This design comes from an exercise in tuning for small area, a short achievable clock period and few clock cycles on the open sky130 flow, not from production work.
Function was checked by simulation only, so behaviour that the tests miss may differ from the original.
Power is estimated from default activity; no workload was simulated.

## duty_cycled_particle_averager
module duty_cycled_particle_averager
(
    input  wire logic        clk,
    input  wire logic        rst_n,
    input  wire logic        s_tvalid,
    output logic             s_tready,
    input  wire logic [87:0] s_tdata,
    output logic             m_tvalid,
    input  wire logic        m_tready,
    output logic      [63:0] m_tdata,
    input  wire logic        psel,
    input  wire logic        penable,
    input  wire logic        pwrite,
    input  wire logic [3:0]  paddr,
    input  wire logic [31:0] pwdata,
    output logic      [31:0] prdata,
    output logic             pready
);
export LEC_CHECK = 0
export ABC_AREA = 1
export CAP_MARGIN = 20
export CORE_MARGIN = 2
export CORE_UTILIZATION = 60
export CTS_CLUSTER_DIAMETER = 80
export CTS_CLUSTER_SIZE = 30
export SETUP_SLACK_MARGIN = 4.7
export SLEW_MARGIN = 20
create_clock -name core_clock -period 8.0 [get_ports {clk}]
standard.sh (not shown) runs the stock make flow with config.mk's settings and CLKGATE_MAP_FILE= SYNTH_SCRIPT=/design/flow/synth_recipe.tcl, a recipe that flattens the netlist after the stock synthesis.
==> flow/flow/run.sh <==
#!/bin/bash
# The standard layout (the standard.sh, all steps through finish), with
# the port buffers that placement inserts made of sky130_fd_sc_hd__buf_2
# cells instead of the buffer_ports default. Every port still gets its own
# buffer. make's full output goes to layout.log in the work folder; ORFS's
# per-step logs stay under orfs/logs/.
set -euo pipefail
bash standard.sh "BUFFER_PORTS_ARGS=-buffer_cell sky130_fd_sc_hd__buf_2" finish > layout.log 2>&1
Testbench counts at the start, summed over its fixed seeds: cycles 9,553.
Edit:
SETUP_SLACK_MARGIN = 4.3   (was 4.7)
Count of clock-buffer cells in the layout decreases by 1.
Hold slack gets worse by 0.0050 ns.
Clock power decreases by about 3%.

---

== old ==
Starting RTL as in the previous note.
Settings: LEC_CHECK=0, ABC_AREA=1, CAP_MARGIN=20, CORE_MARGIN=2, CORE_UTILIZATION=60, CTS_CLUSTER_DIAMETER=80, CTS_CLUSTER_SIZE=25, SETUP_SLACK_MARGIN=4.9, SLEW_MARGIN=20; clock period 8.0 ns.
Scripts as last shown in full above: flow/flow/run.sh
old finished every stage and its layout cleared the timing, design-rule and antenna checks.
Testbench counts of old, summed over its fixed seeds: cycles 9,553.
Modified inputs, new compared to old
--- a/flow/config.mk
+++ b/flow/config.mk
@@ -13,3 +13,3 @@
 export CTS_CLUSTER_SIZE = 25
-export SETUP_SLACK_MARGIN = 4.9
+export SETUP_SLACK_MARGIN = 4.8
 export SLEW_MARGIN = 20
Notes after the runs:
new vs old — count of clock-buffer cells in the layout dropped 2.9%. The higher total power came out of old. Measured against each other, old and new differ in fraction of power spent switching nets, the lower figure coming from new. The lower sequential group share of total power came out of old. Looking at layout overhead on the synthesized area, new sits 2.4 points below old.

---

Starting RTL as in the previous note.
==> flow/design.v (excerpt) <==
module duty_cycled_particle_averager
(
    input  wire logic        clk,
    input  wire logic        rst_n,
    input  wire logic        s_tvalid,
    output logic             s_tready,
    input  wire logic [87:0] s_tdata,
    output logic             m_tvalid,
    input  wire logic        m_tready,
    output logic      [63:0] m_tdata,
    input  wire logic        psel,
    input  wire logic        penable,
    input  wire logic        pwrite,
    input  wire logic [3:0]  paddr,
    input  wire logic [31:0] pwdata,
    output logic      [31:0] prdata,
    output logic             pready
);
clock: 8.0 ns
lec_check: 0
abc_area: 1
cap_margin: 5
core_margin: 2
core_utilization: 60
cts_cluster_diameter: 80
cts_cluster_size: 25
setup_slack_margin: 4.8
slew_margin: 5
Scripts as last shown in full above: flow/flow/run.sh
The first run finished clean.
Testbench counts at the start, summed over its fixed seeds: cycles 9,553.
Next try:
CAP_MARGIN = 20   (was 5)
CTS_CLUSTER_SIZE = 30   (was 25)
SETUP_SLACK_MARGIN = 4.5   (was 4.8)
SLEW_MARGIN = 20   (was 5)
Outcome:
- worst setup slack degrades by 0.24 ns
- die area is unchanged
- power falls by 3.1%
Next try:
SETUP_SLACK_MARGIN = 5.0   (was 4.5)
=>
- count of clock-buffer cells in the layout rose by 1
- setup slack gains 0.18 ns
- power rose by 15%
- synthesized cell count stays the same
- sequential power is about the same
- via count rose by 6.0%
- first-iteration DRC count rose by 28%
- utilization rose by 6.1 points

---

duty_cycled_particle_averager again, from the RTL that the note above started with.
==> flow/config.mk <==
export PLATFORM = sky130hd
export DESIGN_NAME = duty_cycled_particle_averager
export DESIGN_NICKNAME = duty_cycled_particle_averager
export VERILOG_FILES = /design/flow/design.v
export SDC_FILE = /design/flow/constraint.sdc
export NUM_CORES = 4
export LEC_CHECK = 0
export ABC_AREA = 1
export CAP_MARGIN = 20
export CORE_MARGIN = 2
export CORE_UTILIZATION = 70
export CTS_CLUSTER_DIAMETER = 80
export CTS_CLUSTER_SIZE = 25
export PLACE_DENSITY = 0.72
export SETUP_SLACK_MARGIN = 4.8
export SLEW_MARGIN = 20
==> flow/constraint.sdc <==
create_clock -name core_clock -period 8.0 [get_ports {clk}]
set_input_delay 1.6000 -clock core_clock [delete_from_list [all_inputs] [get_ports {clk}]]
set_output_delay 1.6000 -clock core_clock [all_outputs]
set_load 0.01 [all_outputs]
Scripts as last shown in full above: flow/flow/run.sh
Testbench counts at the start, summed over its fixed seeds: cycles 9,553.
Edit:
--- a/flow/config.mk
+++ b/flow/config.mk
@@ -10,6 +10,5 @@
 export CORE_MARGIN = 2
-export CORE_UTILIZATION = 70
-export CTS_CLUSTER_DIAMETER = 80
-export CTS_CLUSTER_SIZE = 25
-export PLACE_DENSITY = 0.72
+export CORE_UTILIZATION = 60
+export CTS_CLUSTER_DIAMETER = 60
+export CTS_CLUSTER_SIZE = 20
 export SETUP_SLACK_MARGIN = 4.8
Effect: The new run finished clean; flip-flop and latch count is unchanged; area after synthesis stays the same; sequential power came out lower by about 0.9%; synthesized cell count does not change; core utilization came out lower by 11 points; global-route usage came out lower by 5.5 points; non-clock buffer count came out lower by 20; maximum frequency came out higher by 1.5%.

[re-timing with driven ports]
No port has a modelled driver above. Below, the same layouts with a new extraction and two added sets of constraints.
Step 1 (the two cells are an assumption about what drives the block):
set clk [get_ports {clk}]
set_driving_cell -lib_cell sky130_fd_sc_hd__clkbuf_16 $clk
set_driving_cell -lib_cell sky130_fd_sc_hd__buf_2 [delete_from_list [all_inputs] $clk]
Step 2, shift: input delay + t, output delay - t, t = (earliest + latest rising clock arrival at the registers) / 2. This alone moves slack from input paths to output paths.
a / b / c = ideal ports / drivers / drivers and shift; a / b = the first two.
run | shift t [ns] | setup WS [ns] | latest minus earliest clock arrival (ns) | worst slew at a driven data input, ns | cell pins on the clock port's net
the first run of note 1 | 0.686 | 4.767 / 4.767 / 4.124 | 0.041 / 0.040 | 0.10 | 1
the second run of note 1 | 0.674 | 4.458 / 4.458 / 3.851 | 0.048 / 0.049 | 0.11 | 1
old | 0.669 | 4.854 / 4.876 / 4.207 | 0.038 / 0.037 | 0.10 | 1
new | 0.676 | 4.834 / 4.857 / 4.181 | 0.028 / 0.028 | 0.09 | 1
the first run of note 3 | 0.676 | 4.836 / 4.860 / 4.183 | 0.027 / 0.027 | 0.09 | 1
the second run of note 3 | 0.671 | 4.593 / 4.625 / 3.960 | 0.028 / 0.027 | 0.10 | 1
the third run of note 3 | 0.686 | 4.771 / 4.790 / 4.104 | 0.031 / 0.030 | 0.09 | 1
the first run of note 4 | 0.659 | 4.729 / 4.751 / 4.092 | 0.023 / 0.022 | 0.10 | 1
the second run of note 4 | 0.642 | 4.776 / 4.800 / 4.158 | 0.033 / 0.034 | 0.09 | 1
After both steps every run listed still meets setup and hold. For the third run of note 3, which loses most, drivers alone change the setup slack by +0.019 ns; drivers and shift together by -0.667 ns.
